This design comes from an exercise in tuning for small area and a short achievable clock period on the open sky130 flow, not from production work. RTL that was checked went through simulation tests only; none was proved equivalent to the original. No functional check of the RTL was part of run 1. Power is estimated from default activity; no workload was simulated.

==> flow/design.v <==
package cpuPkg;
	localparam int dataWidth = 16;  
	localparam int addrWidth = 10;  
	localparam int regAddrWidth = 5;  
	localparam int opcodeWidth = 6;
	typedef logic [dataWidth-1:0] word_t;
	typedef logic [addrWidth-1:0] addr_t;
	typedef logic [regAddrWidth-1:0] regAddr_t;
	localparam logic [opcodeWidth-1:0]
		opNop = 6'h00, opLw = 6'h01, opSw = 6'h02, opMv = 6'h03, opBgz = 6'h04,
		opBez = 6'h05, opJmp = 6'h06, opSlt = 6'h09, opSlti = 6'h0a, opSeq = 6'h0b,
		opSeqi = 6'h0c, opLim = 6'h0d, opSl = 6'h0e, opSr = 6'h0f, opAdd = 6'h10,
		opSub = 6'h11, opAddi = 6'h15, opSubi = 6'h16, opNot = 6'h1a, opXor = 6'h1b,
		opOr = 6'h1c, opAnd = 6'h1d, opLwr = 6'h1e, opSwr = 6'h1f, opSi = 6'h20,
		opSli = 6'h21, opSri = 6'h22;
	typedef enum logic [1:0] {wrNone = 2'd0, wrR1 = 2'd1, wrRB = 2'd2, wrRA = 2'd3} wrSel_t;
	localparam logic [3:0] ttAnd = 4'b1000, ttOr = 4'b1110, ttXor = 4'b0110,
		ttNotA = 4'b0011, ttA = 4'b1100, ttB = 4'b1010;
	typedef struct packed {
		wrSel_t wrSel;
		logic bReg;  
		logic bRam;  
		logic bIn;  
		logic bImm;  
		logic immLong;  
		logic sub;  
		logic shRight;  
		logic [3:0] tt;  
		logic selLogic;
		logic selSum;
		logic selShl;
		logic selShr;
		logic selLt;
		logic selNe;
	} ctrl_t;
endpackage
`timescale 1ns/1ns
import cpuPkg::*;
module alu (
	input cpuPkg::ctrl_t ctrl,
	input cpuPkg::word_t a,
	input cpuPkg::word_t b,
	output cpuPkg::word_t result
);
	logic [16:0] sum;
	cpuPkg::word_t bits;  
	cpuPkg::word_t shIn;
	cpuPkg::word_t shl;
	cpuPkg::word_t shr;
	logic lt;
	logic ne;
	assign sum = {1'b0, a} + {1'b0, b ^ {16{ctrl.sub}}} + {16'd0, ctrl.sub};
	assign lt = ~sum[16];  
	always_comb begin
		for (int i = 0; i < 16; i++) begin
			bits[i] = ctrl.tt[{a[i], b[i]}];
		end
	end
	assign ne = |bits;  
	always_comb begin
		for (int i = 0; i < 16; i++) begin
			shIn[i] = ctrl.shRight ? a[15-i] : a[i];
		end
	end
	assign shl = shIn << b[3:0];
	always_comb begin
		for (int i = 0; i < 16; i++) begin
			shr[i] = shl[15-i];
		end
	end
	always_comb begin
		result = (bits & {16{ctrl.selLogic}}) | (sum[15:0] & {16{ctrl.selSum}})
			| (shl & {16{ctrl.selShl}}) | (shr & {16{ctrl.selShr}});
		result[0] = result[0] | (lt & ctrl.selLt) | (ne & ctrl.selNe);
	end
endmodule
`timescale 1ns/1ns
import cpuPkg::*;
module ctrlUnit (
	input logic [5:0] opcode,
	input logic rstN,
	output cpuPkg::ctrl_t ctrl,
	output logic ramWe,
	output logic isJmp,
	output logic isBgz,
	output logic isBez
);
	logic [5:0] op;
	logic selLogic, selSum, selShl, selShr, selLt, selNe;
	assign op = opcode;
	always_comb begin
		case (opcode)
			opLw, opSlt, opSlti, opSeq, opSeqi, opLim, opSl, opSr, opAdd, opSub,
			opAddi, opSubi, opXor, opOr, opAnd, opSli, opSri: ctrl.wrSel = wrR1;
			opMv, opNot, opLwr: ctrl.wrSel = wrRB;
			opSi: ctrl.wrSel = wrRA;
			default: ctrl.wrSel = wrNone;
		endcase
		if (!rstN) ctrl.wrSel = wrNone;
	end
	assign ctrl.bReg = (~op[4] & op[2] & op[1]) | (op[4] & op[3] & ~op[1])
		| (op[4] & ~op[2]) | (op[3] & ~op[2] & ~op[1]) | (op[1] & op[0]);
	assign ctrl.bRam = (~op[5] & ~op[4] & ~op[3]) | (op[4] & op[3]);
	assign ctrl.bIn = op[5] & ~op[1] & ~op[0];
	assign ctrl.bImm = 1'b0;  
	assign ctrl.immLong = ~op[4] & op[0];  
	assign ctrl.sub = (~op[2] & op[0]) | op[1];  
	assign ctrl.shRight = (~op[5] & op[0]) | (op[5] & op[1]);  
	assign ctrl.tt[0] = ~op[5] & ~op[2] & ~op[0];
	assign ctrl.tt[1] = (~op[4] & ~op[1]) | (op[3] & ~op[2]) | ~op[0];
	assign ctrl.tt[2] = (~op[5] & ~op[1] & ~op[0]) | (op[1] & op[0]);
	assign ctrl.tt[3] = (op[4] & op[2]) | ~op[3] | (op[2] & op[0]);
	assign selLogic = (~op[5] & ~op[4] & ~op[3]) | (op[5] & ~op[1] & ~op[0])
		| (~op[4] & op[2] & ~op[1] & op[0]) | (op[4] & op[3]);
	assign selSum = op[4] & ~op[3];
	assign selShl = (op[5] & op[0]) | (~op[4] & op[2] & op[1] & ~op[0]);
	assign selShr = (op[5] & op[1]) | (op[2] & op[1] & op[0]);
	assign selLt = (~op[5] & ~op[4] & ~op[2] & ~op[0]) | (op[3] & ~op[2] & ~op[1]);
	assign selNe = (~op[5] & ~op[4] & ~op[1] & ~op[0]) | (~op[4] & op[3] & ~op[2] & op[1] & op[0]);
	assign ctrl.selLogic = selLogic & rstN;
	assign ctrl.selSum = selSum & rstN;
	assign ctrl.selShl = selShl & rstN;
	assign ctrl.selShr = selShr & rstN;
	assign ctrl.selLt = selLt & rstN;
	assign ctrl.selNe = selNe & rstN;
	assign ramWe = rstN & ((opcode == opSw) | (opcode == opSwr));  
	assign isJmp = (opcode == opJmp);
	assign isBgz = (opcode == opBgz);
	assign isBez = (opcode == opBez);
endmodule
`timescale 1ns/1ns
import cpuPkg::*;
module progCounter (
	input logic clk,
	input logic rstN,
	input logic branch,  
	input cpuPkg::addr_t target,
	output cpuPkg::addr_t pc
);
	always_ff @(posedge clk) begin
		if (!rstN) begin
			pc <= '0;
		end else if (branch) begin
			pc <= target;
		end else begin
			pc <= pc + 1'b1;  
		end
	end
endmodule
`timescale 1ns/1ns
import cpuPkg::*;
module regDecode (
	input cpuPkg::regAddr_t idx,
	output logic [31:0] hot
);
	always_comb begin
		for (int i = 0; i < 32; i++) begin
			hot[i] = (idx == 5'(i));
		end
	end
endmodule
module readGroup8 (
	input logic [7:0] d,
	input logic [7:0] s,
	output logic p
);
	assign p = |(d & s);
endmodule
module readJoin (
	input logic [3:0] p,
	output logic y
);
	assign y = |p;
endmodule
module readJoinB (
	input logic [3:0] p,
	input logic bReg,
	input logic other,  
	output logic y
);
	assign y = ((|p) & bReg) | other;
endmodule
module readBit #(parameter bit portB = 1'b0) (
	input logic [31:0] d,
	input logic [31:0] hot,
	input logic bReg,
	input logic other,
	output logic [3:0] p,
	output logic y
);
	for (genvar g = 0; g < 4; g++) begin : gGroup
		readGroup8 uGroup (.d(d[8*g +: 8]), .s(hot[8*g +: 8]), .p(p[g]));
	end
	if (portB) begin : gB
		readJoinB uJoin (.p(p), .bReg(bReg), .other(other), .y(y));
	end else begin : gA
		readJoin uJoin (.p(p), .y(y));
	end
endmodule
module regFile (
	input logic clk,
	input logic rstN,
	input cpuPkg::wrSel_t wrSel,
	input logic bReg,  
	input cpuPkg::word_t otherB,  
	input cpuPkg::regAddr_t fieldA,
	input cpuPkg::regAddr_t fieldB,
	input cpuPkg::word_t wData,
	output cpuPkg::word_t rdA,  
	output cpuPkg::word_t rdB,  
	output logic [15:0][3:0] pA,  
	output logic [15:0][3:0] pB,  
	output cpuPkg::word_t r1
);
	cpuPkg::word_t regs [32];
	logic [31:0] hotA;
	logic [31:0] hotB;
	cpuPkg::word_t wDataG;
	logic [31:0] load;
	regDecode uDecA (.idx(fieldA), .hot(hotA));
	regDecode uDecB (.idx(fieldB), .hot(hotB));
	assign wDataG = wData;  
	always_comb begin
		for (int i = 0; i < 32; i++) begin
			case (wrSel)
				wrR1: load[i] = (i == 1);
				wrRB: load[i] = hotB[i];
				wrRA: load[i] = hotA[i];
				default: load[i] = 1'b0;
			endcase
			load[i] = load[i] | !rstN;
		end
	end
	always_ff @(posedge clk) begin
		for (int i = 0; i < 32; i++) begin
			if (load[i]) regs[i] <= wDataG;
		end
	end
	for (genvar b = 0; b < 16; b++) begin : gRead
		logic [31:0] col;
		for (genvar i = 0; i < 32; i++) begin : gCol
			assign col[i] = regs[i][b];
		end
		readBit #(.portB(1'b0)) uReadA (
			.d(col), .hot(hotA), .bReg(1'b0), .other(1'b0), .p(pA[b]), .y(rdA[b])
		);
		readBit #(.portB(1'b1)) uReadB (
			.d(col), .hot(hotB), .bReg(bReg), .other(otherB[b]), .p(pB[b]), .y(rdB[b])
		);
	end
	assign r1 = regs[1];
endmodule
`timescale 1ns/1ns
import cpuPkg::*;
module addrBit (
	input logic [3:0] pA,
	input logic [3:0] pB,
	input logic selA,
	input logic selB,
	input logic selI,
	input logic imm,
	output logic y
);
	assign y = (selA & (|pA)) | (selB & (|pB)) | (selI & imm);
endmodule
module wDataBit (
	input logic [3:0] pA,
	input logic selA,
	input logic selR1,
	input logic r1,
	output logic y
);
	assign y = (selA & (|pA)) | (selR1 & r1);
endmodule
module operandSel (
	input logic [5:0] opcode,
	input cpuPkg::ctrl_t ctrl,
	input cpuPkg::addr_t operand,
	input logic [15:0][3:0] pA,
	input logic [15:0][3:0] pB,
	input cpuPkg::word_t r1,
	input cpuPkg::word_t ramRData,
	input cpuPkg::word_t inBus,
	output cpuPkg::word_t otherB,  
	output cpuPkg::addr_t ramAddr,
	output cpuPkg::word_t ramWData
);
	cpuPkg::word_t other;  
	always_comb begin
		if (ctrl.bRam) begin
			other = ramRData;  
		end else if (ctrl.bIn) begin
			other = inBus;  
		end else begin
			other = {6'd0, operand[9:5] & {5{ctrl.immLong}}, operand[4:0]};  
		end
	end
	assign otherB = other & {16{~ctrl.bReg}};
	for (genvar b = 0; b < 10; b++) begin : gAddr
		addrBit uAddr (
			.pA(pA[b]), .pB(pB[b]),
			.selA(opcode[4] & ~opcode[0]),  
			.selB(opcode[4] & opcode[0]),  
			.selI(~opcode[4]),  
			.imm(operand[b]),
			.y(ramAddr[b])
		);
	end
	for (genvar b = 0; b < 16; b++) begin : gWData
		wDataBit uWData (
			.pA(pA[b]),
			.selA(opcode[0]),
			.selR1(~opcode[0]),
			.r1(r1[b]),
			.y(ramWData[b])
		);
	end
endmodule
`timescale 1ns/1ns
import cpuPkg::*;
module cpuTop (
	input logic clk,
	input logic rstN,
	input logic [15:0] instr,  
	input cpuPkg::word_t inBus,
	input cpuPkg::word_t ramRData,
	output cpuPkg::addr_t pc,
	output cpuPkg::addr_t ramAddr,
	output cpuPkg::word_t ramWData,
	output logic ramWe  
);
	logic [5:0] opcode;
	cpuPkg::addr_t operand;
	cpuPkg::ctrl_t ctrl;
	logic isJmp, isBgz, isBez;
	logic r1Zero, branch;
	cpuPkg::word_t rdA, rdB, r1, otherB, result;
	logic [15:0][3:0] pA, pB;
	assign opcode = instr[15:10];
	assign operand = instr[9:0];
	ctrlUnit uCtrl (
		.opcode(opcode),
		.rstN(rstN),
		.ctrl(ctrl),
		.ramWe(ramWe),
		.isJmp(isJmp),
		.isBgz(isBgz),
		.isBez(isBez)
	);
	regFile uRegs (
		.clk(clk),
		.rstN(rstN),
		.wrSel(ctrl.wrSel),
		.bReg(ctrl.bReg),
		.otherB(otherB),
		.fieldA(operand[9:5]),
		.fieldB(operand[4:0]),
		.wData(result),
		.rdA(rdA),
		.rdB(rdB),
		.pA(pA),
		.pB(pB),
		.r1(r1)
	);
	operandSel uSel (
		.opcode(opcode),
		.ctrl(ctrl),
		.operand(operand),
		.pA(pA),
		.pB(pB),
		.r1(r1),
		.ramRData(ramRData),
		.inBus(inBus),
		.otherB(otherB),
		.ramAddr(ramAddr),
		.ramWData(ramWData)
	);
	alu uAlu (
		.ctrl(ctrl),
		.a(rdA),
		.b(rdB),
		.result(result)
	);
	assign r1Zero = (r1 == '0);
	assign branch = isJmp | (isBgz & ~r1Zero) | (isBez & r1Zero);
	progCounter uPc (
		.clk(clk),
		.rstN(rstN),
		.branch(branch),
		.target(operand),
		.pc(pc)
	);
endmodule
==> flow/flow/run.sh <==
#!/bin/bash
# The standard layout, except that the ports get plain buffers (buf_2) and
# timing repair may not use delay cells. Synthesis runs unchanged first.
set -euo pipefail

PLATFORM_DONT_USE="sky130_fd_sc_hd__probe_p_8 sky130_fd_sc_hd__probec_p_8 sky130_fd_sc_hd__lpflow_bleeder_1 sky130_fd_sc_hd__lpflow_clkbufkapwr_1 sky130_fd_sc_hd__lpflow_clkbufkapwr_16 sky130_fd_sc_hd__lpflow_clkbufkapwr_2 sky130_fd_sc_hd__lpflow_clkbufkapwr_4 sky130_fd_sc_hd__lpflow_clkbufkapwr_8 sky130_fd_sc_hd__lpflow_clkinvkapwr_1 sky130_fd_sc_hd__lpflow_clkinvkapwr_16 sky130_fd_sc_hd__lpflow_clkinvkapwr_2 sky130_fd_sc_hd__lpflow_clkinvkapwr_4 sky130_fd_sc_hd__lpflow_clkinvkapwr_8 sky130_fd_sc_hd__lpflow_decapkapwr_12 sky130_fd_sc_hd__lpflow_decapkapwr_3 sky130_fd_sc_hd__lpflow_decapkapwr_4 sky130_fd_sc_hd__lpflow_decapkapwr_6 sky130_fd_sc_hd__lpflow_decapkapwr_8 sky130_fd_sc_hd__lpflow_inputiso0n_1 sky130_fd_sc_hd__lpflow_inputiso0p_1 sky130_fd_sc_hd__lpflow_inputiso1n_1 sky130_fd_sc_hd__lpflow_inputiso1p_1 sky130_fd_sc_hd__lpflow_inputisolatch_1 sky130_fd_sc_hd__lpflow_isobufsrc_1 sky130_fd_sc_hd__lpflow_isobufsrc_16 sky130_fd_sc_hd__lpflow_isobufsrc_2 sky130_fd_sc_hd__lpflow_isobufsrc_4 sky130_fd_sc_hd__lpflow_isobufsrc_8 sky130_fd_sc_hd__lpflow_isobufsrckapwr_16 sky130_fd_sc_hd__lpflow_lsbuf_lh_hl_isowell_tap_1 sky130_fd_sc_hd__lpflow_lsbuf_lh_hl_isowell_tap_2 sky130_fd_sc_hd__lpflow_lsbuf_lh_hl_isowell_tap_4 sky130_fd_sc_hd__lpflow_lsbuf_lh_isowell_4 sky130_fd_sc_hd__lpflow_lsbuf_lh_isowell_tap_1 sky130_fd_sc_hd__lpflow_lsbuf_lh_isowell_tap_2 sky130_fd_sc_hd__lpflow_lsbuf_lh_isowell_tap_4"
DELAY_CELLS="sky130_fd_sc_hd__clkdlybuf4s15_1 sky130_fd_sc_hd__clkdlybuf4s15_2 sky130_fd_sc_hd__clkdlybuf4s18_1 sky130_fd_sc_hd__clkdlybuf4s18_2 sky130_fd_sc_hd__clkdlybuf4s25_1 sky130_fd_sc_hd__clkdlybuf4s25_2 sky130_fd_sc_hd__clkdlybuf4s50_1 sky130_fd_sc_hd__clkdlybuf4s50_2 sky130_fd_sc_hd__dlygate4sd1_1 sky130_fd_sc_hd__dlygate4sd2_1 sky130_fd_sc_hd__dlygate4sd3_1 sky130_fd_sc_hd__dlymetal6s2s_1 sky130_fd_sc_hd__dlymetal6s4s_1 sky130_fd_sc_hd__dlymetal6s6s_1"

bash standard.sh synth > run_synth.log 2>&1
bash standard.sh "DONT_USE_CELLS=$PLATFORM_DONT_USE $DELAY_CELLS" \
	"BUFFER_PORTS_ARGS=-buffer_cell sky130_fd_sc_hd__buf_2" finish > run_layout.log 2>&1
==> flow/standard.sh <==
#!/bin/bash
# synth_recipe.tcl (not shown) runs the flow's synth.tcl, then flattens the netlist and writes it again
# the make line also repeats each setting of config.mk as NAME=value (left out here)
make -C /OpenROAD-flow-scripts/flow DESIGN_CONFIG=/design/flow/config.mk WORK_HOME=/design/flow/orfs CLKGATE_MAP_FILE= SYNTH_SCRIPT=/design/flow/synth_recipe.tcl "${@:-finish}"
==> flow/config.mk <==
export PLATFORM = sky130hd
export DESIGN_NAME = cpuTop
export DESIGN_NICKNAME = cpuTop
export VERILOG_FILES = /design/flow/design.v
export SDC_FILE = /design/flow/constraint.sdc
export NUM_CORES = 4
export LEC_CHECK = 0
export CAP_MARGIN = 20
export CORE_MARGIN = 2
export CORE_UTILIZATION = 45
export CTS_BUF_LIST = sky130_fd_sc_hd__clkbuf_8
export CTS_CLUSTER_DIAMETER = 60
export CTS_CLUSTER_SIZE = 20
export SETUP_SLACK_MARGIN = 4.0
export SLEW_MARGIN = 20
export SYNTH_HIERARCHICAL = 1
export TNS_END_PERCENT = 5
==> flow/constraint.sdc <==
create_clock -name core_clock -period 10.5 [get_ports {clk}]
set_input_delay 2.1000 -clock core_clock [delete_from_list [all_inputs] [get_ports {clk}]]
set_output_delay 2.1000 -clock core_clock [all_outputs]
set_load 0.01 [all_outputs]
==> flow_summary.ini, run 1 <==
[sta]
fin_ws_ps = 3790
fin_hold_ws_ps = 517
post-route-period-util = 0.639
clock_skew_ps = 48.1
slew_violations = 0
finalWorstPathRequiredPeriod_ps = 6710
worst_pin_slew_ps = 1340
hold_viol_final = 0
setup_violations = 0
tns_ps = 0
slew_headroom = 0.105
rsz0062_at_grt = true
fmax_ghz = 0.149

[die]
die_h_um = 244
std_cell_rows = 87
placeableCoreArea_um2 = 56600
start_util = 0.457
dieArea_um2 = 59500
die_width_um = 244
ios = 87

[global_routing]
grt_max_degree = 33
grt_pass1_vias = 19900
overflow = 0
grtUsageTotal = 0.338
antenna_found_initial = 1
grt_pass1_wl_um = 145000

[setup_path]
cpPeakStageDelay_ps = 430
cp.arrival_ps = 4610
startpoint = instr[7]
worstSetupPathType = input pin to primary output
crit_path_cell_trace = buf_2, or2_4, nor2_2, buf_2, a22oi_2, nand4_1, buf_2, o41ai_1, nand3_1, buf_2
crit_top_cell = buf_2
cp.required_ps = 8400
path_max_fanout = 11
startpoint_type = input pin
cp_slowest_cell = o41ai_1
reg2reg_from = uRegs.regs[1][2]
end_kind = primary output

[clocking]
clockRootBuffer = clkbuf_8
clock_sinks = 522
cts.hold.buffers_added = 0
cts_buffers = 40
clkLatencyLatePin_ps = 680
cts_tree = done
cts_buffer_depth = 3
clk_pin_slew_ps = 100
htreeDepth = 2

[route]
wirelength_um = 104000
routedWlPerCell_um = 34.9
first_pass_iters = 9
ant_nets = 0
viasPerCell = 7.27
num_vias = 21600
drtIter0Drc = 3721
route.detailed.drc = 0

[layout]
nNetsFinal = 2256
areaGrowthSynthToFinish_pct = 15.2
drive_gt1_frac = 0.206
finalCoreUtilization = 0.527

[power_and_ir_drop]
ir_worst_vdd_uv = 146
power_density_nw_per_um2 = 206
power_w = 0.00615
power.leakage_nw = 10.1

[synthesis]
syn_nets = 2023
avgSynthCellArea_um2 = 13.3
synth_cells = 1948
netlist_area_um2 = 25900
yosys_warnings = 30

[hold_path]
min_path_type = register to register
worstHoldStart = uPc.pc[9]

[place]
port_buffers = 86
dp_hpwl_um = 72200
pre_cts_slack_ps = 1930
gp_congestion = 0.986

[flow_run]
max-cap-violations = 0

[run_status]
outcome = timing/DRC/antenna clean
sequential cells by signal, summed over array words and instances, names as in the netlist:
| register | flops |
|---|---|
| uRegs.regs | 512 |
| uPc.pc | 10 |
per-stage QoR:
| stage | area, µm² | std cells |
|---|---|---|
| CTS | 29400 | 2948 |
| finish | 29800 | 2966 |
| global placement | 27500 | 2839 |
| floorplan | 25900 | 1948 |
| global route | 29800 | 2966 |
| detailed placement | 27600 | 2839 |
critical path, delay by kind of cell:
kind | cells | cell delay, ps
AOI/OAI and AO/OA | 2 | 700
buffers and inverters | 4 | 890
and+or+nand+nor | 4 | 910
power breakdown:
part	total [W]	internal, W	leakage [nW]	switching [W]
clock network	0.00132	0.000570	0.481	0.000750
registers	0.00328	0.00299	5.32	0.000294
logic	0.00155	0.000454	4.33	0.00109
cells in the final DEF (no fill, tap or decap), types with 35 or more instances in the layout:
master,instances
a21oi_1,35
nand2_1,87
edfxtp_1,512
clkbuf_8,41
nor2_1,53
buf_1,38
mux2i_1,51
nand4_1,132
a22oi_1,508
buf_2,157
per-layer routing:
metal,share of wire,vias up,routed length (µm),global-route usage
met5,0,-,0,0
met4,0.053,0,5530,0.142
met3,0.12,258,12700,0.0788
met2,0.44,1710,45400,0.516
met1,0.38,10700,39800,0.465
li1,-,8878,-,-
worst paths after layout:
path                       endpoint  slack [ps]  cells past startpoint
hold / removal            uPc.pc[9]         520                      2
setup reg to reg  uRegs.regs[19][9]        5750                     13
setup / recovery         ramAddr[3]        3790                     10
hold reg to reg           uPc.pc[9]         520                      2
layout make-up:
cell class	count	area (µm²)
Sequential cell	522	15600
Antenna cell	1	2.50
Timing Repair Buffer	244	1410
Clock inverter	29	415
Inverter	26	101
Clock buffer	41	564
Multi-Input combinational cell	1347	10800
Fill cell	4804	26800
Tap cell	756	946
repair_timing:
item                                    in CTS  in global routing
pin swaps                                   32                 16
setup buffers                               39                 15
resized for setup                          132                 49
endpoints found under the setup margin     538                472
cloned                                       0                  0
==> run 2, diff against run 1 <==
--- a/flow/design.v
+++ b/flow/design.v
@@ -149,16 +149,51 @@
 endmodule
 `timescale 1ns/1ns
 import cpuPkg::*;
+module fieldInv (
+	input cpuPkg::regAddr_t f,
+	output cpuPkg::regAddr_t fN
+);
+	assign fN = ~f;
+endmodule
+module decLo (
+	input logic [1:0] f,
+	input logic [1:0] fN,
+	output logic [3:0] preN
+);
+	for (genvar j = 0; j < 4; j++) begin : gLine
+		assign preN[j] = ~((j % 2 == 1 ? f[0] : fN[0]) & (j / 2 == 1 ? f[1] : fN[1]));
+	end
+endmodule
+module decHi (
+	input logic [2:0] f,
+	input logic [2:0] fN,
+	output logic [7:0] preN
+);
+	for (genvar k = 0; k < 8; k++) begin : gLine
+		assign preN[k] = ~((k % 2 == 1 ? f[0] : fN[0]) & ((k / 2) % 2 == 1 ? f[1] : fN[1])
+			& (k / 4 == 1 ? f[2] : fN[2]));
+	end
+endmodule
 module regDecode (
 	input cpuPkg::regAddr_t idx,
 	output logic [31:0] hot
 );
-	always_comb begin
-		for (int i = 0; i < 32; i++) begin
-			hot[i] = (idx == 5'(i));
-		end
+	cpuPkg::regAddr_t idxN;
+	logic [3:0] loN;
+	logic [7:0] hiN;
+	fieldInv uInv (.f(idx), .fN(idxN));
+	decLo uLo (.f(idx[1:0]), .fN(idxN[1:0]), .preN(loN));
+	decHi uHi (.f(idx[4:2]), .fN(idxN[4:2]), .preN(hiN));
+	for (genvar i = 0; i < 32; i++) begin : gHot
+		assign hot[i] = ~(loN[i % 4] | hiN[i / 4]);
 	end
 endmodule
+module readTerm3 (
+	input logic d0, s0, d1, s1, d2, s2,
+	output logic yN
+);
+	assign yN = ~((d0 & s0) | (d1 & s1) | (d2 & s2));
+endmodule
 module readGroup8 (
 	input logic [7:0] d,
 	input logic [7:0] s,
@@ -166,14 +201,20 @@
 );
 	assign p = |(d & s);
 endmodule
+module readGroup4 (
+	input logic [3:0] tN,
+	output logic p
+);
+	assign p = ~(&tN);
+endmodule
 module readJoin (
-	input logic [3:0] p,
+	input logic [2:0] p,
 	output logic y
 );
 	assign y = |p;
 endmodule
 module readJoinB (
-	input logic [3:0] p,
+	input logic [2:0] p,
 	input logic bReg,
 	input logic other,  
 	output logic y
@@ -185,12 +226,21 @@
 	input logic [31:0] hot,
 	input logic bReg,
 	input logic other,
-	output logic [3:0] p,
+	output logic [2:0] p,
 	output logic y
 );
-	for (genvar g = 0; g < 4; g++) begin : gGroup
-		readGroup8 uGroup (.d(d[8*g +: 8]), .s(hot[8*g +: 8]), .p(p[g]));
+	logic [7:0] tN;
+	for (genvar k = 0; k < 8; k++) begin : gTerm
+		readTerm3 uTerm (
+			.d0(d[3*k]), .s0(hot[3*k]),
+			.d1(d[3*k+1]), .s1(hot[3*k+1]),
+			.d2(d[3*k+2]), .s2(hot[3*k+2]),
+			.yN(tN[k])
+		);
 	end
+	readGroup4 uGroup0 (.tN(tN[3:0]), .p(p[0]));
+	readGroup4 uGroup1 (.tN(tN[7:4]), .p(p[1]));
+	readGroup8 uGroup2 (.d(d[31:24]), .s(hot[31:24]), .p(p[2]));
 	if (portB) begin : gB
 		readJoinB uJoin (.p(p), .bReg(bReg), .other(other), .y(y));
 	end else begin : gA
@@ -208,8 +258,8 @@
 	input cpuPkg::word_t wData,
 	output cpuPkg::word_t rdA,  
 	output cpuPkg::word_t rdB,  
-	output logic [15:0][3:0] pA,  
-	output logic [15:0][3:0] pB,  
+	output logic [15:0][2:0] pA,  
+	output logic [15:0][2:0] pB,  
 	output cpuPkg::word_t r1
 );
 	cpuPkg::word_t regs [32];
@@ -253,8 +303,8 @@
 `timescale 1ns/1ns
 import cpuPkg::*;
 module addrBit (
-	input logic [3:0] pA,
-	input logic [3:0] pB,
+	input logic [2:0] pA,
+	input logic [2:0] pB,
 	input logic selA,
 	input logic selB,
 	input logic selI,
@@ -264,7 +314,7 @@
 	assign y = (selA & (|pA)) | (selB & (|pB)) | (selI & imm);
 endmodule
 module wDataBit (
-	input logic [3:0] pA,
+	input logic [2:0] pA,
 	input logic selA,
 	input logic selR1,
 	input logic r1,
@@ -276,8 +326,8 @@
 	input logic [5:0] opcode,
 	input cpuPkg::ctrl_t ctrl,
 	input cpuPkg::addr_t operand,
-	input logic [15:0][3:0] pA,
-	input logic [15:0][3:0] pB,
+	input logic [15:0][2:0] pA,
+	input logic [15:0][2:0] pB,
 	input cpuPkg::word_t r1,
 	input cpuPkg::word_t ramRData,
 	input cpuPkg::word_t inBus,
@@ -335,7 +385,7 @@
 	logic isJmp, isBgz, isBez;
 	logic r1Zero, branch;
 	cpuPkg::word_t rdA, rdB, r1, otherB, result;
-	logic [15:0][3:0] pA, pB;
+	logic [15:0][2:0] pA, pB;
 	assign opcode = instr[15:10];
 	assign operand = instr[9:0];
 	ctrlUnit uCtrl (
--- a/flow/config.mk
+++ b/flow/config.mk
@@ -9,9 +9,9 @@
 export CORE_MARGIN = 2
 export CORE_UTILIZATION = 45
 export CTS_BUF_LIST = sky130_fd_sc_hd__clkbuf_8
-export CTS_CLUSTER_DIAMETER = 60
-export CTS_CLUSTER_SIZE = 20
-export SETUP_SLACK_MARGIN = 4.0
+export CTS_CLUSTER_DIAMETER = 50
+export CTS_CLUSTER_SIZE = 16
+export SETUP_SLACK_MARGIN = 5.0
 export SLEW_MARGIN = 20
 export SYNTH_HIERARCHICAL = 1
 export TNS_END_PERCENT = 5
==> run 2 against run 1 <==
  * Final cell count grew 4.2%
  * Routed wire length grew 11%
  * Largest power group unchanged
  * Area after synthesis fell by 2.4%
==> flow_summary.ini, run 2 <==
[run_status]
outcome = timing/DRC/antenna clean

[synthesis]
synth_cells = 1820
syn_nets = 1895
netlist_area_um2 = 25300
avgSynthCellArea_um2 = 13.9
yosys_warnings = 29

[clocking]
clkLatencyLatePin_ps = 700
cts_tree = done
cts_buffer_depth = 3
clockRootBuffer = clkbuf_8
clk_pin_slew_ps = 100
clock_sinks = 522
cts_buffers = 51
htreeDepth = 2
cts.hold.buffers_added = 0

[die]
placeableCoreArea_um2 = 55300
start_util = 0.457
ios = 87
die_width_um = 241
die_h_um = 241
std_cell_rows = 86
dieArea_um2 = 58100

[sta]
finalWorstPathRequiredPeriod_ps = 6400
setup_violations = 0
worst_pin_slew_ps = 1390
clock_skew_ps = 42.7
post-route-period-util = 0.609
hold_viol_final = 0
rsz0062_at_grt = true
slew_violations = 0
fmax_ghz = 0.156
slew_headroom = 0.0747
tns_ps = 0

[layout]
final_cell_mix = 512 x edfxtp_1, 263 x a222oi_1, 190 x buf_2
nFillCells = 4426
areaGrowthSynthToFinish_pct = 26.6
largest_reg_flops = 512
regMostFlops = uRegs.regs
drive_gt1_frac = 0.303
mostFrequentLayoutCell = edfxtp_1
finalCoreUtilization = 0.579
nNetsFinal = 2378
largest_registers = uRegs.regs: 512 flops, uPc.pc: 10 flops

[route]
num_vias = 23400
route.detailed.drc = 0
ant_nets = 0
routedWlPerCell_um = 37.1
first_pass_iters = 15
drtIter0Drc = 6259
viasPerCell = 7.57
wirelength_um = 115000

[hold_path]
min_path_type = register to register
worstHoldStart = uPc.pc[8]
whs_path_depth = 2
whs_endpoint = uPc.pc[8]

[place]
gp_congestion = 0.999
port_buffers = 86
dp_hpwl_um = 73300

[global_routing]
grtUsageTotal = 0.381
antenna_found_initial = 5
grt_pass1_wl_um = 156000
grt_max_degree = 34
overflow = 0
grt_pass1_vias = 21500

[flow_run]
max-cap-violations = 0

[setup_path]
reg2reg_from = uRegs.regs[15][12]
cpLargestDelayFamily = buffers and inverters
path_max_fanout = 6
crit_path_cell_trace = buf_6, inv_2, nand2_4, buf_8, nor2_4, buf_6, buf_2, a222oi_1, nand4_1, o31ai_1, nand3_1, buf_2
r2r_cells = 12
cp.arrival_ps = 4300
r2r_end = uRegs.regs[29][14]
cpPeakStageDelay_ps = 390
rrSetupSlack_ps = 5800
startpoint_type = input pin
cp.required_ps = 8400
end_kind = primary output
cp_slowest_cell = a222oi_1
worstSetupPathType = input pin to primary output
path_buf_inv = 6

[power_and_ir_drop]
power.leakage_nw = 11.1
power_density_nw_per_um2 = 213
ir_worst_vdd_uv = 117
==> run 2: cell count changes in the layout (fill, tap and decap cells not counted), sizes merged, moves of 19 or more <==
| cell | previous run | this run |
|---|---|---|
| a22oi | 515 | 130 |
| a222oi | 5 | 263 |
| buf | 232 | 462 |
| o41ai | 53 | 1 |
| o31ai | 1 | 39 |
| nor2 | 88 | 122 |
| nand4 | 133 | 102 |
| nand2b | 25 | 6 |
==> run 2: area by class of cell <==
cell class / instances / area [µm²] / share of cell area
Tap cell: 748 / 936 / 0.0292
Antenna cell: 2 / 5.00 / 0.000156
Inverter: 38 / 171 / 0.00536
Clock buffer: 53 / 729 / 0.0228
Multi-Input combinational cell: 1218 / 11100 / 0.347
Timing Repair Buffer: 472 / 3090 / 0.0965
Sequential cell: 522 / 15600 / 0.487
Clock inverter: 37 / 405 / 0.0127
==> run 2: worst max path at each step <==
| stage | startpoint | endpoint | slack (ps) | cells after the start |
|---|---|---|---|---|
| 2_1_floorplan | instr[14] | uRegs.regs[0][0] | 4610 | 16 |
| 3_3_place_gp | instr[15] | uRegs.regs[23][0] | 2330 | 13 |
| 3_5_place_dp | instr[15] | uRegs.regs[22][15] | 2250 | 14 |
| 4_1_cts | instr[3] | ramAddr[2] | 4260 | 11 |
| 5_1_grt | instr[1] | ramAddr[0] | 4150 | 11 |
| 6_report | instr[1] | ramAddr[6] | 4100 | 12 |
==> run 2: through the flow <==
step                      setup WS, ps  instance area (µm²)  total power [W]  instances  hold slack (ps)
after floorplan                   4610                25500          0.00409       1820              513
after global routing              4150                32000          0.00696       3089              559
final                             4100                32000          0.00680       3090              543
after CTS                         4260                31000          0.00653       2996              544
after global placement            2330                27100          0.00476       2722              507
after detailed placement          2250                27100          0.00479       2723              523
==> run 2: timing repair <==
item	in CTS	in global routing
gates resized for setup	360	117
gates cloned	9	3
pin swaps	138	92
setup endpoints to repair	780	814
buffers inserted	174	87
==> run 2: routing by layer <==
layer,wire (µm),GRT usage,vias up
met3,17800,0.127,559
met1,37700,0.468,11400
li1,-,-,9142
met2,48700,0.571,2308
met4,10300,0.258,6
met5,43,0,-
==> run 2: where the power goes <==
part | total (W) | switching, W | internal [W]
Combinational | 0.00207 | 0.00138 | 0.000691
Clock | 0.00141 | 0.000804 | 0.000606
Sequential | 0.00332 | 0.000309 | 0.00301
==> run 2: tightest hold or removal path, cell delays in order (launching register included) <==
cell	delay (ps)
dfxtp_1	350
o21ai_0	80
a31oi_1	80
==> run 3, diff against run 2 <==
--- a/flow/config.mk
+++ b/flow/config.mk
@@ -11,7 +11,7 @@
 export CTS_BUF_LIST = sky130_fd_sc_hd__clkbuf_8
 export CTS_CLUSTER_DIAMETER = 50
 export CTS_CLUSTER_SIZE = 16
-export SETUP_SLACK_MARGIN = 5.0
+export SETUP_SLACK_MARGIN = 3.5
 export SLEW_MARGIN = 20
 export SYNTH_HIERARCHICAL = 1
 export TNS_END_PERCENT = 5
==> run 3 against run 2 <==
  * Combinational power shrank 22%
  * Still clean
  * Cell area decreased by 11%
  * Area after synthesis unchanged
==> flow_summary.ini, run 3 <==
[sta]
worst_pin_slew_ps = 1240
rsz0062_at_grt = true
hold_viol_final = 0
slew_headroom = 0.174
fmax_ghz = 0.139
slew_violations = 0
setup_violations = 0
tns_ps = 0
finalWorstPathRequiredPeriod_ps = 7210
clock_skew_ps = 52.7
post-route-period-util = 0.687

[clocking]
htreeDepth = 2
cts_buffer_depth = 3
cts.hold.buffers_added = 0
cts_tree = done
cts_buffers = 52
clock_sinks = 522
clockRootBuffer = clkbuf_8
clk_pin_slew_ps = 100
clkLatencyLatePin_ps = 710

[power_and_ir_drop]
p_seq_frac = 0.519
power_density_nw_per_um2 = 223
power.leakage_nw = 9.92
ir_worst_vdd_uv = 103
p_int_w = 0.00414
power_frac_comb = 0.251
p_clk_frac = 0.229
netSwitchingFraction = 0.353
switchingPower_w = 0.00225

[layout]
areaGrowthSynthToFinish_pct = 13.2
largest_reg_flops = 512
num_antenna_cells = 0
mostFrequentLayoutCell = edfxtp_1
regMostFlops = uRegs.regs
largest_registers = uRegs.regs: 512 flops, uPc.pc: 10 flops
nFillCells = 4763
drive_gt1_frac = 0.186
finalCoreUtilization = 0.517
final_cell_mix = 512 x edfxtp_1, 263 x a222oi_1, 134 x buf_2
nNetsFinal = 2116

[route]
first_pass_iters = 15
viasPerCell = 7.55
routedWlPerCell_um = 36.3
ant_nets = 0
route.detailed.drc = 0
wirelength_um = 103000
num_vias = 21300
drtIter0Drc = 5016

[global_routing]
antenna_found_initial = 2
overflow = 0
grt_pass1_vias = 19700
grt_max_degree = 34
grtUsageTotal = 0.346
grt_pass1_wl_um = 142000

[die]
std_cell_rows = 86
die_width_um = 241
dieArea_um2 = 58100
die_h_um = 241
start_util = 0.457
ios = 87
placeableCoreArea_um2 = 55300

[synthesis]
netlist_area_um2 = 25300
syn_nets = 1895
synth_cells = 1820
yosys_warnings = 29
avgSynthCellArea_um2 = 13.9

[place]
gp_congestion = 0.999
dp_hpwl_um = 71600
port_buffers = 86

[setup_path]
end_kind = primary output
crit_top_cell = buf_2
worstSetupPathType = input pin to primary output
cp.required_ps = 8400
crit_path_cell_trace = buf_2, nand2_1, nor2_2, buf_1, a222oi_1, nand4_1, buf_2, o31ai_1, nand3_1, buf_2
rrSetupSlack_ps = 5540
path_max_fanout = 10
cp.arrival_ps = 5110
r2r_cells = 12
cpPeakStageDelay_ps = 590
startpoint_type = input pin
cp_slowest_cell = nor2_2

[flow_run]
max-cap-violations = 0

[run_status]
outcome = timing/DRC/antenna clean

[hold_path]
min_path_type = register to register
whs_path_depth = 2
-- run 3: cell types whose count changed in the layout (fill, tap and decap cells not counted), sizes merged, moves of 2 or more --
cell and delta:
buf -266, clkbuf +10, clkinv +4, a221o -3, clkinvlp -3, bufinv +2, diode -2, nor2 -2
-- run 3: per-stage QoR --
stage                     worst slack [ps]  power [W]  area [µm²]  std cells  hold WS, ps
after CTS                             3280    0.00626       28200       2797          515
final                                 3290    0.00639       28600       2828          514
after detailed placement              1930    0.00482       26900       2704          503
after global routing                  3350    0.00660       28600       2828          540
after floorplan                       3580    0.00407       25300       1820          513
after global placement                2040    0.00479       26900       2703          486
-- run 3: what timing repair did --
item	4_1_cts	5_1_grt
setup buffers	0	29
setup endpoints to repair	469	481
gates cloned	0	2
resized for setup	18	55
pin swaps	0	35
-- run 3: per-layer routing --
layer | vias to the layer above | GRT usage | wire length [µm]
met2 | 1881 | 0.521 | 44700
met4 | 2 | 0.178 | 6120
met1 | 10600 | 0.458 | 37500
met3 | 299 | 0.0949 | 14500
met5 | - | 0 | 11
li1 | 8575 | - | -
-- run 3: final cells by class --
class                      instances  area, µm²  share of cell area
multi-input combinational       1210       9610               0.336
timing repair buffer             217       1130              0.0394
clock buffer                      52        716              0.0250
clock inverter                    41        502              0.0175
sequential                       522      15600               0.544
inverter                          38        144             0.00503
tap                              748        936              0.0327
-- run 3: path summary, 6_finish.rpt --
check                         start          endpoint
hold / removal            uPc.pc[9]         uPc.pc[9]
setup reg to reg  uRegs.regs[20][0]  uRegs.regs[8][1]
setup / recovery           instr[6]        ramAddr[4]
hold reg to reg           uPc.pc[9]         uPc.pc[9]
-- run 3: critical path, delay by kind of cell --
kind | cells | cell delay, ps
compound gates | 2 | 340
buf+inv | 4 | 1250
simple gates | 4 | 1400
-- run 3: power by group through the flow --
stage | Sequential, W | Clock [W] | Combinational, W
after global routing | 0.00336 | 0.00156 | 0.00168
final | 0.00332 | 0.00147 | 0.00161
after CTS | 0.00330 | 0.00148 | 0.00148
after floorplan | 0.00324 | 0 | 0.000833
after detailed placement | 0.00335 | 0 | 0.00147
after global placement | 0.00334 | 0 | 0.00146
==> run 4, diff against run 3 <==
--- a/flow/config.mk
+++ b/flow/config.mk
@@ -11,7 +11,7 @@
 export CTS_BUF_LIST = sky130_fd_sc_hd__clkbuf_8
 export CTS_CLUSTER_DIAMETER = 50
 export CTS_CLUSTER_SIZE = 16
-export SETUP_SLACK_MARGIN = 3.5
+export SETUP_SLACK_MARGIN = 4.0
 export SLEW_MARGIN = 20
 export SYNTH_HIERARCHICAL = 1
 export TNS_END_PERCENT = 5
==> run 4 against run 3 <==
  * Fmax up 8.2%
  * Global-route usage up 2.0 points
  * Hold slack better by 10 ps
  * Clock skew up 22 ps
  * Still clean on timing, DRC and antenna
  * Clock power down 3%
  * Critical endpoint is now ramAddr[7]
  * Area after synthesis unchanged
==> flow_summary.ini, run 4 <==
[layout]
mostFrequentLayoutCell = edfxtp_1
largest_registers = uRegs.regs: 512 flops, uPc.pc: 10 flops
nFillCells = 4607
finalCoreUtilization = 0.544
regMostFlops = uRegs.regs
areaGrowthSynthToFinish_pct = 19.1
largest_reg_flops = 512
final_cell_mix = 512 x edfxtp_1, 263 x a222oi_1, 171 x buf_2
drive_gt1_frac = 0.251
nNetsFinal = 2241

[die]
ios = 87
start_util = 0.457
dieArea_um2 = 58100
placeableCoreArea_um2 = 55300
std_cell_rows = 86
die_h_um = 241
die_width_um = 241

[place]
pre_cts_slack_ps = 1950
dp_hpwl_um = 74300
port_buffers = 86
gp_congestion = 1.04

[clocking]
clockRootBuffer = clkbuf_8
htreeDepth = 2
cts_tree = done
clock_sinks = 522
clk_pin_slew_ps = 90
cts_buffer_depth = 3
cts.hold.buffers_added = 0
cts_buffers = 52
clkLatencyLatePin_ps = 720

[route]
wl_met1_um = 37900
num_vias = 22400
first_pass_iters = 15
routedWlPerCell_um = 37.3
ant_nets = 0
highest_layer = met4
wirelength_um = 110000
wl_met2_um = 47200
wl_met3_um = 16300
route.detailed.drc = 0
viasPerCell = 7.60
drtIter0Drc = 5102

[setup_path]
worstSetupPathType = input pin to primary output
rrSetupSlack_ps = 5680
path_max_fanout = 10
cp.required_ps = 8400
end_kind = primary output
cp.arrival_ps = 4570
startpoint_type = input pin

[sta]
rsz0062_at_grt = true
fmax_ghz = 0.150
slew_violations = 0
finalWorstPathRequiredPeriod_ps = 6670
clock_skew_ps = 75.1
worst_pin_slew_ps = 1230
hold_viol_final = 0
tns_ps = 0
setup_violations = 0
slew_headroom = 0.174
fin_ws_ps = 3830
post-route-period-util = 0.635

[synthesis]
synth_cells = 1820
yosys_warnings = 29
syn_nets = 1895
netlist_area_um2 = 25300
avgSynthCellArea_um2 = 13.9

[flow_run]
max-cap-violations = 0

[global_routing]
grt_pass1_vias = 20500
grt_max_degree = 34
overflow = 0
grtUsageTotal = 0.366
antenna_found_initial = 1
grt_pass1_wl_um = 150000

[power_and_ir_drop]
ir_worst_vdd_uv = 163
power.leakage_nw = 10.4
power_density_nw_per_um2 = 216

[run_status]
outcome = timing/DRC/antenna clean

[hold_path]
min_path_type = register to register
-- run 4: cell types whose count changed in the layout (fill, tap and decap cells not counted), sizes merged, moves of 3 or more --
cell and change:
buf +124, clkinv -8, diode +3, clkinvlp +7
-- run 4: worst max-delay path, stage by stage --
cell and delay [ps]:
clkbuf_4 200, inv_1 150, nand2_4 170, nor2_2 150
clkbuf_4 230, a222oi_1 540, nand4_1 190, buf_6 180
o31ai_1 230, nand3_1 220, buf_6 190
-- run 4: per-stage QoR --
stage	power, W	cells	instance area, µm²	hold slack [ps]
global route	0.00669	2952	30100	554
global placement	0.00479	2726	26900	493
detailed placement	0.00483	2729	27000	509
floorplan	0.00407	1820	25300	513
finish	0.00651	2954	30100	524
CTS	0.00634	2885	29200	525
-- run 4: routing by layer --
layer	up-vias	GRT usage
met4	0	0.226
met1	10900	0.469
met3	491	0.0994
li1	8850	-
met5	-	0
met2	2181	0.554
-- run 4: worst paths after layout --
path                          start                  to  depth (start not counted)
setup reg to reg  uRegs.regs[18][5]  uRegs.regs[16][15]                         12
hold reg to reg           uPc.pc[9]           uPc.pc[9]                          2
hold / removal            uPc.pc[9]           uPc.pc[9]                          2
setup / recovery           instr[1]          ramAddr[7]                         11
-- run 4: area by class of cell --
type | count | area [µm²] | area share
sequential | 522 | 15600 | 0.517
multi-input combinational | 1213 | 10300 | 0.343
timing repair buffer | 339 | 1940 | 0.0646
tap | 748 | 936 | 0.0311
clock buffer | 53 | 729 | 0.0242
clock inverter | 38 | 435 | 0.0145
inverter | 38 | 160 | 0.00532
antenna | 3 | 7.51 | 0.000249
-- run 4: repair_timing --
item                       in CTS  in global routing
resized for setup             156                134
setup buffers                  62                 62
setup endpoints to repair     538                485
pin swaps                      53                 62
cloned                          3                  2
-- run 4: where the power goes --
group	internal [W]	leakage, nW	switching (W)
sequential	0.00301	5.32	0.000299
combinational	0.000523	4.52	0.00124
clock	0.000633	0.581	0.000798
total	0.00417	10.4	0.00234
==> run 5, diff against run 4 <==
--- a/flow/config.mk
+++ b/flow/config.mk
@@ -7,7 +7,7 @@
 export LEC_CHECK = 0
 export CAP_MARGIN = 20
 export CORE_MARGIN = 2
-export CORE_UTILIZATION = 45
+export CORE_UTILIZATION = 66
 export CTS_BUF_LIST = sky130_fd_sc_hd__clkbuf_8
 export CTS_CLUSTER_DIAMETER = 50
 export CTS_CLUSTER_SIZE = 16
==> run 5 against run 4 <==
  * Still clean on timing, DRC and antenna
  * Sequential cell count unchanged
  * Synthesized cell count stayed put
  * Clock power decreased by 18%
  * Final cell count is 10% lower
  * Critical path type unchanged
  * Highest routed layer is now met5
==> flow_summary.ini, run 5 <==
[hold_path]
min_path_type = register to register

[setup_path]
setup.worst_path.end = ramAddr[3]
cp.arrival_ps = 4660
reg2reg_from = uRegs.regs[18][5]
rrSetupSlack_ps = 5830
path_max_fanout = 11
startpoint = instr[8]
cp.required_ps = 8400
r2r_end = uRegs.regs[4][2]
end_kind = primary output
r2r_cells = 10
startpoint_type = input pin
worstSetupPathType = input pin to primary output

[layout]
finalCoreUtilization = 0.772
stdcell_count = 2652
largest_reg_flops = 512
mostFrequentLayoutCell = edfxtp_1
areaGrowthSynthToFinish_pct = 15.1
largest_registers = uRegs.regs: 512 flops, uPc.pc: 10 flops
final_cell_mix = 512 x edfxtp_1, 263 x a222oi_1, 136 x buf_2
drive_gt1_frac = 0.217
nNetsFinal = 2196
design_area_um2 = 29100
regMostFlops = uRegs.regs

[power_and_ir_drop]
netSwitchingFraction = 0.355
p_clk_frac = 0.188
ir_worst_vdd_uv = 224
power_density_nw_per_um2 = 215
p_seq_frac = 0.532
p_int_w = 0.00403
switchingPower_w = 0.00222
power.leakage_nw = 10.1
power_frac_comb = 0.280

[route]
viasPerCell = 8.56
ant_nets = 0
route.detailed.drc = 0
num_vias = 22700
drtIter0Drc = 6598
first_pass_iters = 14
wirelength_um = 101000
routedWlPerCell_um = 38.3

[global_routing]
busiest_layer = met2
overflow = 0
grt_use_met3 = 0.207
grt_pass1_vias = 20400
grt_pass1_wl_um = 138000
met1_usage = 0.613
grtUsageTotal = 0.491
grt_max_degree = 34
antenna_found_initial = 2
use_met2 = 0.701

[place]
port_buffers = 86
place_area_um2 = 26600
dp_hpwl_um = 66400
gp_congestion = 1.04
numPlacedInstances = 2489

[synthesis]
avgSynthCellArea_um2 = 13.9
yosys_warnings = 29
netlist_area_um2 = 25300
syn_nets = 1895
synth_cells = 1820

[die]
std_cell_rows = 71
die_width_um = 200
die_h_um = 200
start_util = 0.671
ios = 87
placeableCoreArea_um2 = 37700
dieArea_um2 = 39900

[run_status]
outcome = timing/DRC/antenna clean

[sta]
fmax_ghz = 0.148
setup_violations = 0
clock_skew_ps = 52.8
slew_headroom = 0.171
hold_viol_final = 0
tns_ps = 0
slew_violations = 0
post-route-period-util = 0.644
rsz0062_at_grt = true
finalWorstPathRequiredPeriod_ps = 6760
worst_pin_slew_ps = 1240

[clocking]
clkLatencyLatePin_ps = 670
htreeDepth = 2
cts_tree = done
clk_pin_slew_ps = 90
clock_sinks = 522
clockRootBuffer = clkbuf_8
cts_buffers = 43
cts_buffer_depth = 3

[flow_run]
max-cap-violations = 0
==> run 5: power by group through the flow <==
stage	Sequential [W]	Combinational (W)	Clock [W]
5_1_grt	0.00335	0.00178	0.00123
2_1_floorplan	0.00324	0.000835	0
3_5_place_dp	0.00334	0.00141	0
6_report	0.00333	0.00175	0.00117
4_1_cts	0.00329	0.00146	0.00116
3_3_place_gp	0.00329	0.00139	0
==> run 5: metal layers <==
layer	vias up	part of all wire
met2	2762	0.41
li1	8717	-
met5	-	0.00088
met4	6	0.10
met3	698	0.19
met1	10500	0.30
==> run 5: worst min path at each step <==
stage	startpoint	slack (ps)	endpoint	cells past startpoint
floorplan	uPc.pc[9]	510	uPc.pc[9]	2
global placement	uPc.pc[9]	490	uPc.pc[9]	2
detailed placement	uPc.pc[9]	500	uPc.pc[9]	2
CTS	uPc.pc[9]	520	uPc.pc[9]	2
global route	uPc.pc[9]	570	uPc.pc[9]	2
finish	uPc.pc[9]	520	uPc.pc[9]	2
==> run 5: area by class of cell <==
class                      count  area, µm²
sequential                   522      15600
multi-input combinational   1211      10100
fill                        2232       8580
timing repair buffer         305       1820
tap                          511        639
clock buffer                  43        592
clock inverter                21        241
inverter                      38        155
antenna                        1       2.50
==> run 5: through the flow <==
step | hold WS [ps] | total power [W] | setup slack, ps
after detailed placement | 504 | 0.00475 | 2130
after CTS | 516 | 0.00591 | 3590
after floorplan | 513 | 0.00407 | 3630
final | 519 | 0.00625 | 3740
after global placement | 488 | 0.00468 | 2130
after global routing | 565 | 0.00637 | 3720
==> run 5: timing repair <==
| action | 4_1_cts | 5_1_grt |
|---|---|---|
| hold buffers | 0 | 0 |
| setup endpoints to repair | 538 | 530 |
| resized for setup | 57 | 216 |
| cloned | 1 | 2 |
| buffers inserted | 12 | 82 |
| pin swaps | 14 | 75 |
==> run 5: worst max-delay path: stages <==
cell	delay (ps)
buf_8	140
clkinvlp_4	210
nand3_4	170
buf_1	150
nor2_2	110
buf_2	260
a222oi_1	410
nand4_1	180
buf_2	210
o31ai_2	270
nand3_1	210
buf_2	200
==> run 6, diff against run 5 <==
--- a/flow/config.mk
+++ b/flow/config.mk
@@ -7,7 +7,7 @@
 export LEC_CHECK = 0
 export CAP_MARGIN = 20
 export CORE_MARGIN = 2
-export CORE_UTILIZATION = 66
+export CORE_UTILIZATION = 58
 export CTS_BUF_LIST = sky130_fd_sc_hd__clkbuf_8
 export CTS_CLUSTER_DIAMETER = 50
 export CTS_CLUSTER_SIZE = 16
==> run 6 against run 5 <==
  * Still clean on timing, DRC and antenna
  * Count of clock-buffer cells in the layout increased by 1
  * Via count decreased by 1.3%
  * Sequential power about the same
  * Combinational power decreased by 2%
  * Largest power group unchanged
==> flow_summary.ini, run 6 <==
[power_and_ir_drop]
power.leakage_nw = 10.0
switchingPower_w = 0.00221
power_frac_comb = 0.275
netSwitchingFraction = 0.355
p_seq_frac = 0.534
ir_worst_vdd_uv = 159
p_clk_frac = 0.191
p_int_w = 0.00401
power_density_nw_per_um2 = 216
power_w = 0.00622

[die]
start_util = 0.587
die_width_um = 213
ios = 87
die_h_um = 213
placeableCoreArea_um2 = 43100
dieArea_um2 = 45300
std_cell_rows = 76

[sta]
hold_viol_final = 0
rsz0062_at_grt = true
tns_ps = 0
worst_pin_slew_ps = 1400
slew_headroom = 0.0606
slew_violations = 0
clock_skew_ps = 53.5
setup_violations = 0
post-route-period-util = 0.652
finalWorstPathRequiredPeriod_ps = 6840
fmax_ghz = 0.146

[setup_path]
startpoint_type = input pin
path_max_fanout = 17
cp.arrival_ps = 4740
worstSetupPathType = input pin to primary output
cp.required_ps = 8400
end_kind = primary output

[route]
viasPerCell = 8.28
ant_nets = 0
routedWlPerCell_um = 38.6
wirelength_um = 104000
first_pass_iters = 22
drtIter0Drc = 6761
route.detailed.drc = 0
num_vias = 22400

[clocking]
clkLatencyLatePin_ps = 690
clock_sinks = 522
clockRootBuffer = clkbuf_8
htreeDepth = 2
cts.hold.buffers_added = 0
cts_buffers = 44
cts_tree = done
cts_buffer_depth = 3
clk_pin_slew_ps = 90

[global_routing]
grt_pass1_wl_um = 144000
antenna_found_initial = 3
grt_max_degree = 36
overflow = 0
grt_pass1_vias = 20500
grtUsageTotal = 0.455

[layout]
nNetsFinal = 2170
mostFrequentLayoutCell = edfxtp_1
largest_reg_flops = 512
regMostFlops = uRegs.regs
drive_gt1_frac = 0.218
areaGrowthSynthToFinish_pct = 14.2
final_cell_mix = 512 x edfxtp_1, 263 x a222oi_1, 156 x buf_2
largest_registers = uRegs.regs: 512 flops, uPc.pc: 10 flops

[synthesis]
netlist_area_um2 = 25300
yosys_warnings = 29
avgSynthCellArea_um2 = 13.9
synth_cells = 1820
syn_nets = 1895

[place]
dp_hpwl_um = 70600
gp_congestion = 1.03
port_buffers = 86

[hold_path]
min_path_type = register to register

[flow_run]
max-cap-violations = 0

[run_status]
outcome = timing/DRC/antenna clean
[run 6: changes by cell type in the layout (fill, tap and decap cells not counted), sizes merged]
| cell | delta |
|---|---|
| buf | -9 |
| clkinvlp | -2 |
| diode | +2 |
| clkinv | +4 |
| bufinv | -1 |
| a221o | -1 |
| inv | +3 |
| clkbuf | -16 |
[run 6: layout make-up]
cell class                      instances  area (µm²)
Multi-Input combinational cell       1210       10000
Clock buffer                           44         606
Antenna cell                            3        7.51
Inverter                               38         144
Timing Repair Buffer                  279        1530
Tap cell                              585         732
Fill cell                            3115       14200
Clock inverter                         25         246
Sequential cell                       522       15600
[run 6: worst max-delay path, cell delays in order]
cell and delay [ps]:
buf_2 370, inv_1 380, nor2_1 1160, o31ai_1 250
nand3_1 290, buf_2 180
[run 6: final timing paths]
check	start	end	slack, ps	cells past startpoint
worst max-delay path	instr[10]	ramAddr[9]	3660	6
worst min-delay path	uPc.pc[9]	uPc.pc[9]	530	2
worst max register to register	uRegs.regs[1][12]	uRegs.regs[17][5]	5750	10
worst min register to register	uPc.pc[9]	uPc.pc[9]	530	2
[run 6: routing by layer]
metal  wire [µm]  global-route usage
met3       17500               0.156
met2       43800               0.668
met1       34000               0.585
met5          55                   0
met4        9050               0.277
[run 6: what timing repair did]
| item | CTS | global route |
|---|---|---|
| endpoints found under the hold margin | 0 | 0 |
| resized for setup | 125 | 61 |
| endpoints found under the setup margin | 538 | 500 |
| gates cloned | 1 | 1 |
| pin swaps | 42 | 30 |
| buffers inserted | 35 | 26 |
[run 6: through the flow]
stage | utilization | worst slack (ps) | instance area [µm²] | hold slack, ps | cells
after CTS | 0.658 | 3890 | 28400 | 524 | 2675
after global routing | 0.670 | 3720 | 28900 | 543 | 2703
after detailed placement | 0.621 | 2090 | 26800 | 509 | 2570
final | 0.670 | 3660 | 28900 | 526 | 2706
after global placement | 0.621 | 2090 | 26700 | 486 | 2570
after floorplan | - | 3630 | 25300 | 513 | 1820
[run 6: power groups by stage]
stage	clock, W	sequential (W)	combinational, W
6_report	0.00119	0.00332	0.00171
5_1_grt	0.00125	0.00335	0.00175
4_1_cts	0.00118	0.00329	0.00152
3_5_place_dp	0	0.00335	0.00143
3_3_place_gp	0	0.00332	0.00142
2_1_floorplan	0	0.00324	0.000835
==> run 7, diff against run 6 <==
--- a/flow/flow/run.sh
+++ b/flow/flow/run.sh
@@ -1,6 +1,7 @@
 #!/bin/bash
-# The standard layout, except that the ports get plain buffers (buf_2) and
-# timing repair may not use delay cells. Synthesis runs unchanged first.
+# The standard layout, except that the ports get plain buffers (buf_2),
+# timing repair may not use delay cells, and clock tree synthesis inserts no
+# dummy loads. Synthesis runs unchanged first.
 set -euo pipefail
 
 PLATFORM_DONT_USE="sky130_fd_sc_hd__probe_p_8 sky130_fd_sc_hd__probec_p_8 sky130_fd_sc_hd__lpflow_bleeder_1 sky130_fd_sc_hd__lpflow_clkbufkapwr_1 sky130_fd_sc_hd__lpflow_clkbufkapwr_16 sky130_fd_sc_hd__lpflow_clkbufkapwr_2 sky130_fd_sc_hd__lpflow_clkbufkapwr_4 sky130_fd_sc_hd__lpflow_clkbufkapwr_8 sky130_fd_sc_hd__lpflow_clkinvkapwr_1 sky130_fd_sc_hd__lpflow_clkinvkapwr_16 sky130_fd_sc_hd__lpflow_clkinvkapwr_2 sky130_fd_sc_hd__lpflow_clkinvkapwr_4 sky130_fd_sc_hd__lpflow_clkinvkapwr_8 sky130_fd_sc_hd__lpflow_decapkapwr_12 sky130_fd_sc_hd__lpflow_decapkapwr_3 sky130_fd_sc_hd__lpflow_decapkapwr_4 sky130_fd_sc_hd__lpflow_decapkapwr_6 sky130_fd_sc_hd__lpflow_decapkapwr_8 sky130_fd_sc_hd__lpflow_inputiso0n_1 sky130_fd_sc_hd__lpflow_inputiso0p_1 sky130_fd_sc_hd__lpflow_inputiso1n_1 sky130_fd_sc_hd__lpflow_inputiso1p_1 sky130_fd_sc_hd__lpflow_inputisolatch_1 sky130_fd_sc_hd__lpflow_isobufsrc_1 sky130_fd_sc_hd__lpflow_isobufsrc_16 sky130_fd_sc_hd__lpflow_isobufsrc_2 sky130_fd_sc_hd__lpflow_isobufsrc_4 sky130_fd_sc_hd__lpflow_isobufsrc_8 sky130_fd_sc_hd__lpflow_isobufsrckapwr_16 sky130_fd_sc_hd__lpflow_lsbuf_lh_hl_isowell_tap_1 sky130_fd_sc_hd__lpflow_lsbuf_lh_hl_isowell_tap_2 sky130_fd_sc_hd__lpflow_lsbuf_lh_hl_isowell_tap_4 sky130_fd_sc_hd__lpflow_lsbuf_lh_isowell_4 sky130_fd_sc_hd__lpflow_lsbuf_lh_isowell_tap_1 sky130_fd_sc_hd__lpflow_lsbuf_lh_isowell_tap_2 sky130_fd_sc_hd__lpflow_lsbuf_lh_isowell_tap_4"
@@ -8,4 +9,6 @@
 
 bash standard.sh synth > run_synth.log 2>&1
 bash standard.sh "DONT_USE_CELLS=$PLATFORM_DONT_USE $DELAY_CELLS" \
-	"BUFFER_PORTS_ARGS=-buffer_cell sky130_fd_sc_hd__buf_2" finish > run_layout.log 2>&1
+	"BUFFER_PORTS_ARGS=-buffer_cell sky130_fd_sc_hd__buf_2" \
+	"CTS_ARGS=-sink_clustering_enable -repair_clock_nets -sink_clustering_size 16 -sink_clustering_max_diameter 50 -buf_list sky130_fd_sc_hd__clkbuf_8 -dont_use_dummy_load" \
+	finish > run_layout.log 2>&1
--- a/flow/config.mk
+++ b/flow/config.mk
@@ -7,7 +7,7 @@
 export LEC_CHECK = 0
 export CAP_MARGIN = 20
 export CORE_MARGIN = 2
-export CORE_UTILIZATION = 58
+export CORE_UTILIZATION = 45
 export CTS_BUF_LIST = sky130_fd_sc_hd__clkbuf_8
 export CTS_CLUSTER_DIAMETER = 50
 export CTS_CLUSTER_SIZE = 16
==> run 7 against run 6 <==
  * Still clean
  * Sequential power about the same
  * Combinational power grew 7%
  * Final cell count is 8.2% higher
  * Synthesized cell count did not move
  * Count of clock-buffer cells in the layout grew 8
  * Sequential share of layout area down 2.0 points
  * Non-clock buffer count is 71 higher
  * Highest routed layer unchanged
==> flow_summary.ini, run 7 <==
[power_and_ir_drop]
power.leakage_nw = 10.3
ir_worst_vdd_uv = 134
power_density_nw_per_um2 = 208

[place]
pre_cts_slack_ps = 1950
port_buffers = 86
gp_congestion = 1.04
dp_hpwl_um = 74300
numPlacedInstances = 2729

[global_routing]
grt_pass1_vias = 20500
grtUsageTotal = 0.368
antenna_found_initial = 3
grt_pass1_wl_um = 150000
overflow = 0
grt_max_degree = 34

[die]
placeableCoreArea_um2 = 55300
std_cell_rows = 86
start_util = 0.457
ios = 87
die_h_um = 241
dieArea_um2 = 58100
die_width_um = 241

[sta]
rsz0062_at_grt = true
tns_ps = 0
fin_ws_ps = 3740
clock_skew_ps = 137
fmax_ghz = 0.148
worst_pin_slew_ps = 1250
hold_viol_final = 0
slew_headroom = 0.164
finalWorstPathRequiredPeriod_ps = 6760
setup_violations = 0
slew_violations = 0
post-route-period-util = 0.643

[layout]
final_cell_mix = 512 x edfxtp_1, 263 x a222oi_1, 168 x buf_2
largest_reg_flops = 512
stdcell_count = 2927
regMostFlops = uRegs.regs
seqCellArea_um2 = 15600
nFillCells = 4637
areaGrowthSynthToFinish_pct = 18.6
largest_registers = uRegs.regs: 512 flops, uPc.pc: 10 flops
multi_input_area_um2 = 10500
drive_gt1_frac = 0.256
nNetsFinal = 2251
mostFrequentLayoutCell = edfxtp_1

[clocking]
clk_pin_slew_ps = 60
cts_tree = done
cts_buffers = 52
clkLatencyLatePin_ps = 710
cts_buffer_depth = 3
clockRootBuffer = clkbuf_8
cts.hold.buffers_added = 0
htreeDepth = 2
clock_sinks = 522

[setup_path]
path_max_fanout = 8
end_kind = primary output
r2r_cells = 13
startpoint_type = input pin
cp.arrival_ps = 4660
worstSetupPathType = input pin to primary output
cp.required_ps = 8400

[route]
routedWlPerCell_um = 38.0
viasPerCell = 7.67
ant_nets = 0
first_pass_iters = 22
num_vias = 22500
route.detailed.drc = 0
wirelength_um = 111000
drtIter0Drc = 5375

[synthesis]
synth_cells = 1820
netlist_area_um2 = 25300
avgSynthCellArea_um2 = 13.9
syn_nets = 1895
yosys_warnings = 29

[hold_path]
min_path_type = register to register
whs_path_depth = 2

[flow_run]
max-cap-violations = 0

[run_status]
outcome = timing/DRC/antenna clean
[run 7: timing repair]
item | in CTS | in global routing
endpoints found under the setup margin | 538 | 505
resized for setup | 143 | 203
pin swaps | 47 | 88
setup buffers | 52 | 82
cloned | 3 | 1
[run 7: path summary, 6_finish.rpt]
path / endpoint / start / slack, ps
max reg2reg: uRegs.regs[12][4] / uRegs.regs[12][0] / 5710
min: uPc.pc[9] / uPc.pc[9] / 520
max: ramAddr[2] / instr[2] / 3740
min reg2reg: uPc.pc[9] / uPc.pc[9] / 520
[run 7: cell type report]
| class | count | share of cell area |
|---|---|---|
| well taps | 748 | 0.0312 |
| clock buffers | 52 | 0.0239 |
| diodes | 5 | 0.000417 |
| flip-flops and latches | 522 | 0.520 |
| inverters | 38 | 0.00534 |
| repair buffers | 350 | 0.0696 |
| multi-input cells | 1212 | 0.350 |
[run 7: metrics by stage]
stage | utilization | hold slack (ps) | instance area, µm² | power [W]
2_1_floorplan | - | 513 | 25300 | 0.00407
3_3_place_gp | 0.487 | 493 | 26900 | 0.00479
3_5_place_dp | 0.488 | 509 | 27000 | 0.00483
4_1_cts | 0.517 | 521 | 28600 | 0.00601
5_1_grt | 0.542 | 546 | 30000 | 0.00642
6_report | 0.542 | 525 | 30000 | 0.00624
[run 7: worst max-delay path, stage by stage]
cell,delay [ps]
clkbuf_4,240
inv_2,140
nand3_4,170
nor2_4,110
buf_1,150
a222oi_1,620
nand4_1,190
buf_2,220
o31ai_2,300
nand3_2,200
buf_4,200
[run 7: routing by layer]
layer  global-route usage  wire length [µm]
met5                    0                66
met3                0.106             16900
met1                0.467             37200
met2                0.556             48500
met4                0.233              8710
[run 7: power breakdown]
part / total [W] / internal (W) / switching [W] / leakage [nW]
sequential: 0.00332 / 0.00302 / 0.000299 / 5.32
combinational: 0.00183 / 0.000547 / 0.00129 / 4.63
clock: 0.00109 / 0.000437 / 0.000654 / 0.374
total: 0.00624 / 0.00400 / 0.00224 / 10.3

separate check: timing with driven ports:
No port has a modelled driver above. Below, the same layouts with a new extraction and two added sets of constraints.
Step 1: set_driving_cell puts a clkbuf_16 on clk and a buf_2 on each other input, an assumption about the parent block.
Step 2, shift: input delay + t, output delay - t, t = (earliest + latest rising clock arrival at the registers) / 2. This alone moves slack from input paths to output paths.
Three values: ideal ports, drivers, drivers and shift; two values: the first two.
| run | t (ns) | setup slack, ns | worst setup path at the end |
|---|---|---|---|
| run 1 | 0.719 | 3.788 / 3.761 / 3.233 | input to register |
| run 2 | 0.736 | 4.101 / 4.007 / 3.419 | input to register |
| run 3 | 0.738 | 3.291 / 3.267 / 2.606 | input to register |
| run 4 | 0.734 | 3.835 / 3.799 / 3.185 | input to register |
| run 5 | 0.699 | 3.736 / 3.682 / 3.183 | input to register |
| run 6 | 0.718 | 3.656 / 3.635 / 3.105 | input to register |
| run 7 | 0.698 | 3.744 / 3.705 / 3.180 | input to register |
After both steps every run listed still meets setup and hold. The setup slack of run 3, which loses most, moves by -0.024 ns with the drivers and by -0.685 ns with both steps.
